From an optimization exercise on the open Yosys and OpenROAD flow, aimed at small area; shortcuts taken in it are not production practice.
Only simulation tests tie the RTL to the original design; equivalence was not proved.
Power is estimated from default activity; no workload was simulated.

==> flow/design.v (excerpt) <==
module clustered_greens_rom (
  input  logic         clk,
  input  logic         rst,
  input  logic [7:0]   me,
  input  logic [23:0]  coords_x,
  input  logic [23:0]  coords_y,
  input  logic [23:0]  coords_z,
  output logic [255:0] rdata
);
  logic [7:0][3:0] e_in;
  logic [23:0]     l_in;
  logic [3:0]      t_in;
  logic [2:0]      c_in;
  for (genvar p = 0; p < 8; p++) begin : g_enc
    grom_enc enc_i (
      .i ({coords_z[3*p +: 3], coords_y[3*p +: 3], coords_x[3*p +: 3]}),
      .o (e_in[p])
    );
    assign l_in[3*p +: 3] = e_in[p][2:0];
  end
  for (genvar j = 0; j < 4; j++) begin : g_pair
    assign t_in[j] = e_in[j][3] | e_in[7-j][3];
  end
  assign c_in = {coords_z[0], coords_y[0], coords_x[0]};
  logic [5:0][23:0] l_q;
  logic [5:0][3:0]  t_q;
  logic [5:0][2:0]  c_q;
  logic [23:0]      l_6;
  logic [3:0]       t_6;
  logic [7:0]       x_6;
  logic [7:0]       maj_6;
  always_ff @(posedge clk) begin
    l_q[0] <= l_in;
    t_q[0] <= t_in;
    c_q[0] <= c_in;
    for (int i = 1; i < 6; i++) begin
      l_q[i] <= l_q[i-1];
      t_q[i] <= t_q[i-1];
      c_q[i] <= c_q[i-1];
    end
    l_6 <= l_q[5];
    t_6 <= t_q[5];
    for (int q = 0; q < 8; q++) begin
      x_6[q]   <= (^(c_q[5] ^ 3'(q))) ^ l_q[5][3*q];
      maj_6[q] <= ((c_q[5][0] ^ q[0]) & (c_q[5][1] ^ q[1])) |
                  ((c_q[5][0] ^ q[0]) & (c_q[5][2] ^ q[2])) |
                  ((c_q[5][1] ^ q[1]) & (c_q[5][2] ^ q[2]));
    end
  end
  logic [7:0][24:0] v;
  for (genvar p = 0; p < 8; p++) begin : g_dec
    grom_dec_x dec_i (.i({maj_6[p], x_6[p], t_6[p < 4 ? p : 7 - p], l_6[3*p +: 3]}), .o(v[p]));
  end
  for (genvar p = 0; p < 8; p++) begin : g_out
    assign rdata[32*p +: 32] = {7'd0, v[p]};
  end
endmodule
Settings: LEC_CHECK=0, CAP_MARGIN=20, CORE_MARGIN=2, CORE_UTILIZATION=62, GPL_TIMING_DRIVEN=0, PLACE_DENSITY=0.8, SETUP_SLACK_MARGIN=0.1, SLEW_MARGIN=20; clock period 3.0 ns.
standard.sh (not shown) runs the stock make flow with config.mk's settings and CLKGATE_MAP_FILE= SYNTH_SCRIPT=/design/flow/synth_recipe.tcl, a recipe that flattens the netlist after the stock synthesis.
==> flow/flow/run.sh <==
#!/bin/bash
# Own flow: the standard layout (standard.sh) with these changes:
#  - synthesis: ABC maps the combinational logic with flow/abc_area.script instead of ORFS's
#    script, and Yosys's full-adder extraction is skipped (the logic is already gate-level);
#    registers, flattening and renaming are the standard synthesis's.
#  - floorplan: the buffers synthesis leaves (Yosys's insbuf on aliased nets) are removed
#    (REMOVE_ABC_BUFFERS=1), as the standard flow does with timing-driven placement.
#  - placement: the port buffers are sky130_fd_sc_hd__buf_1 (every input and output port still
#    gets one) instead of the resizer's choice of a clkdlybuf4s50 delay cell.
#  - clock tree: TritonCTS as standard but with no
#    dummy loads; it is still a balanced tree from the clock port to every register.
set -euo pipefail
W=$PWD
{
  echo 'proc abc {args} {'
  echo '  set i [lsearch -exact $args -script]'
  echo "  if {\$i >= 0} { lset args [expr {\$i + 1}] $W/flow/abc_area.script }"
  echo '  yosys abc {*}$args'
  echo '}'
  echo '# adders stay plain logic for ABC'
  echo 'proc extract_fa {args} {}'
  cat synth_recipe.tcl
} > own_synth.tcl
export BUFFER_PORTS_ARGS="-buffer_cell sky130_fd_sc_hd__buf_1"
export CTS_ARGS="-sink_clustering_enable -repair_clock_nets -dont_use_dummy_load"
bash standard.sh SYNTH_SCRIPT="$W/own_synth.tcl" synth > synth_make.log 2>&1
bash standard.sh SYNTH_SCRIPT="$W/own_synth.tcl" REMOVE_ABC_BUFFERS=1 finish > layout_make.log 2>&1
==> flow/flow/abc_area.script <==
strash
&get -n
&b -d
&dch -f
&nf -p -R 1000
&put
topo
upsize -D 1100
dnsize -D 1100
topo
stime -c
Rerun with:
--- a/flow/flow/run.sh
+++ b/flow/flow/run.sh
@@ -1,9 +1,7 @@
 #!/bin/bash
-# Own flow: the standard layout (standard.sh) with these changes:
+# Own flow: the standard layout (standard.sh) with two changes:
 #  - synthesis: ABC maps the combinational logic with flow/abc_area.script instead of ORFS's
 #    script, and Yosys's full-adder extraction is skipped (the logic is already gate-level);
 #    registers, flattening and renaming are the standard synthesis's.
-#  - floorplan: the buffers synthesis leaves (Yosys's insbuf on aliased nets) are removed
-#    (REMOVE_ABC_BUFFERS=1), as the standard flow does with timing-driven placement.
 #  - placement: the port buffers are sky130_fd_sc_hd__buf_1 (every input and output port still
 #    gets one) instead of the resizer's choice of a clkdlybuf4s50 delay cell.
@@ -25,3 +23,3 @@
 export CTS_ARGS="-sink_clustering_enable -repair_clock_nets -dont_use_dummy_load"
 bash standard.sh SYNTH_SCRIPT="$W/own_synth.tcl" synth > synth_make.log 2>&1
-bash standard.sh SYNTH_SCRIPT="$W/own_synth.tcl" REMOVE_ABC_BUFFERS=1 finish > layout_make.log 2>&1
+bash standard.sh SYNTH_SCRIPT="$W/own_synth.tcl" finish > layout_make.log 2>&1
CORE_UTILIZATION = 45   (was 62)
PLACE_DENSITY = unset   (was 0.8)
Result: The new run completed without violations. Register-to-register slack barely changes. Hold slack stays flat. Total power came out higher by 16%. Core utilization drops by 9.1 points. Die area is higher by about 37%. Clock-buffer cell count does not change. Routed wire length rises by 8.2%. Setup slack got worse by 53 ps. Clock skew rose by 11 ps. Fmax fell by 1.8%.
Rerun with:
--- a/flow/flow/run.sh
+++ b/flow/flow/run.sh
@@ -1,7 +1,9 @@
 #!/bin/bash
-# Own flow: the standard layout (standard.sh) with two changes:
+# Own flow: the standard layout (standard.sh) with these changes:
 #  - synthesis: ABC maps the combinational logic with flow/abc_area.script instead of ORFS's
 #    script, and Yosys's full-adder extraction is skipped (the logic is already gate-level);
 #    registers, flattening and renaming are the standard synthesis's.
+#  - floorplan: the buffers synthesis leaves (Yosys's insbuf on aliased nets) are removed
+#    (REMOVE_ABC_BUFFERS=1), as the standard flow does with timing-driven placement.
 #  - placement: the port buffers are sky130_fd_sc_hd__buf_1 (every input and output port still
 #    gets one) instead of the resizer's choice of a clkdlybuf4s50 delay cell.
@@ -23,3 +25,3 @@
 export CTS_ARGS="-sink_clustering_enable -repair_clock_nets -dont_use_dummy_load"
 bash standard.sh SYNTH_SCRIPT="$W/own_synth.tcl" synth > synth_make.log 2>&1
-bash standard.sh SYNTH_SCRIPT="$W/own_synth.tcl" finish > layout_make.log 2>&1
+bash standard.sh SYNTH_SCRIPT="$W/own_synth.tcl" REMOVE_ABC_BUFFERS=1 finish > layout_make.log 2>&1
CORE_UTILIZATION = 62   (was 45)
SETUP_SLACK_MARGIN = 0   (was 0.1)
Result: The new run went through all stages and came out clean; clock-buffer cell count is unchanged; core utilization went up by 6.9 points; hold slack degrades by 22 ps; design area went down by about a fifth; die area went down by a quarter to a third; power went down by about a fifth; sequential cell count does not change; register-to-register slack improves by 140 ps; non-clock buffer count went down by 341; routed wire length went down by about a fifth; clock skew hardly moves.
Rerun with:
CORE_UTILIZATION = 45   (was 62)
SETUP_SLACK_MARGIN = 0.1   (was 0)
Flip-flop and latch count stays the same.
Total power rose by 4.4%.
Final cell count rose by 7.1%.
Cell area rose by 4.8%.
Wire length rose by 6.5%.
Global-route usage fell by 6.5 points.

run K:
Another version of the RTL of clustered_greens_rom (not shown whole).
For scale: roughly 390 flip-flops, about 340 I/O pins.
export LEC_CHECK = 0
export CAP_MARGIN = 20
export CORE_MARGIN = 2
export CORE_UTILIZATION = 45
export GPL_TIMING_DRIVEN = 0
export SETUP_SLACK_MARGIN = 0.15
export SLEW_MARGIN = 20
create_clock -name core_clock -period 3.0 [get_ports {clk}]
==> flow/flow/run.sh <==
#!/bin/bash
# Own flow: the standard layout (standard.sh) with these changes:
#  - synthesis: ABC maps the combinational logic with flow/abc_area.script instead of ORFS's
#    script, and Yosys's full-adder extraction is skipped (the logic is already gate-level);
#    registers, flattening and renaming are the standard synthesis's.
#  - floorplan: the buffers synthesis leaves (Yosys's insbuf on aliased nets) are removed
#    (REMOVE_ABC_BUFFERS=1), as the standard flow does with timing-driven placement.
#  - placement: the port buffers are sky130_fd_sc_hd__buf_1 (every input and output port still
#    gets one) instead of the resizer's choice of a clkdlybuf4s50 delay cell.
#  - clock tree: TritonCTS with smaller sink clusters of clkbuf_4/clkbuf_8 leaf buffers and no
#    dummy loads; it is still a balanced tree from the clock port to every register.
set -euo pipefail
W=$PWD
{
  echo 'proc abc {args} {'
  echo '  set i [lsearch -exact $args -script]'
  echo "  if {\$i >= 0} { lset args [expr {\$i + 1}] $W/flow/abc_area.script }"
  echo '  yosys abc {*}$args'
  echo '}'
  echo '# adders stay plain logic for ABC'
  echo 'proc extract_fa {args} {}'
  cat synth_recipe.tcl
} > own_synth.tcl
export BUFFER_PORTS_ARGS="-buffer_cell sky130_fd_sc_hd__buf_1"
export CTS_ARGS="-sink_clustering_enable -repair_clock_nets -dont_use_dummy_load -sink_clustering_size 20 -sink_clustering_max_diameter 60 -buf_list {sky130_fd_sc_hd__clkbuf_4 sky130_fd_sc_hd__clkbuf_8}"
bash standard.sh SYNTH_SCRIPT="$W/own_synth.tcl" synth > synth_make.log 2>&1
bash standard.sh SYNTH_SCRIPT="$W/own_synth.tcl" REMOVE_ABC_BUFFERS=1 finish > layout_make.log 2>&1
==> flow/flow/abc_area.script <==
strash
dch -f
amap
topo
upsize -D 2000
dnsize -D 2000
topo
stime -c
Input changes introduced in run G (baseline for comparison: run K):
# run K
export LEC_CHECK = 0
export CAP_MARGIN = 20
export CORE_MARGIN = 2
export CORE_UTILIZATION = 45
export GPL_TIMING_DRIVEN = 0
export SETUP_SLACK_MARGIN = 0.15
export SLEW_MARGIN = 20
create_clock -name core_clock -period 3.0 [get_ports {clk}]
# run G
export LEC_CHECK = 0
export CAP_MARGIN = 20
export CORE_MARGIN = 2
export CORE_UTILIZATION = 55
export GPL_TIMING_DRIVEN = 0
export SETUP_SLACK_MARGIN = 0.15
export SLEW_MARGIN = 20
create_clock -name core_clock -period 3.0 [get_ports {clk}]
--- a/flow/flow/run.sh
+++ b/flow/flow/run.sh
@@ -2 +2 @@
-# Own flow: the standard layout (standard.sh) with these changes:
+# Own flow: the standard layout (standard.sh) with two changes:
@@ -6,2 +5,0 @@
-#  - floorplan: the buffers synthesis leaves (Yosys's insbuf on aliased nets) are removed
-#    (REMOVE_ABC_BUFFERS=1), as the standard flow does with timing-driven placement.
@@ -10,2 +7,0 @@
-#  - clock tree: TritonCTS with smaller sink clusters of clkbuf_4/clkbuf_8 leaf buffers and no
-#    dummy loads; it is still a balanced tree from the clock port to every register.
@@ -25 +20,0 @@
-export CTS_ARGS="-sink_clustering_enable -repair_clock_nets -dont_use_dummy_load -sink_clustering_size 20 -sink_clustering_max_diameter 60 -buf_list {sky130_fd_sc_hd__clkbuf_4 sky130_fd_sc_hd__clkbuf_8}"
@@ -27 +22 @@
-bash standard.sh SYNTH_SCRIPT="$W/own_synth.tcl" REMOVE_ABC_BUFFERS=1 finish > layout_make.log 2>&1
+bash standard.sh SYNTH_SCRIPT="$W/own_synth.tcl" finish > layout_make.log 2>&1
==> flow/flow/abc_area.script <==
strash
dch -f
amap
topo
stime -c
Notes after the runs:
- Worst setup path endpoint: v_6[55]$_DFF_P_ -> run K, v_6[155]$_DFF_P_ -> run G
- Of run G and run K, it is run G that has the higher final worst hold slack.
- As far as critical path depth goes, run K and run G are indistinguishable; the numbers are identical.
- Summary of run G over run K: total via count after detailed routing higher, clock network power share grew by 15 points, number of unique standard cell types used by synthesis now sits lower, simple-gate share of the synthesized area was more or less identical.
- Summary of run G over run K: post-route fraction of the period consumed by the critical path decreased 4.8 points; detailed route wirelength on metal2 went up by 7.2%; maximum frequency rose by about 5.4%; share of total power in combinational logic -5.1 points.

what the ideal ports hide:
In the flow no input, the clock included, has a driving cell. The finished layouts below were timed again as built, in two steps.
Step 1 sets driving cells, clkbuf_16 on the clock port and buf_2 on the other inputs (assumed; they add their load-dependent delay and slew).
Step 2 moves the port delays by t, midway between the first and last clock arrival at a register: inputs arrive t later, outputs are due t later. That takes back most of the time a late clock gives input paths.
Three values: ideal, step 1, step 2; two values: the first two.
run	t (ns)	slack for setup (ns)	pins driven straight from the clock port
the first run of note 1	0.502	0.140 / 0.102 / 0.605	1
the second run of note 1	0.501	0.087 / 0.042 / 0.543	1
the third run of note 1	0.502	0.075 / 0.037 / 0.538	1
the fourth run of note 1	0.518	0.143 / 0.101 / 0.618	1
run K	0.629	0.157 / 0.157 / 0.157	1
run G	0.565	0.302 / 0.302 / 0.302	1
After both steps every run listed still meets setup and hold.
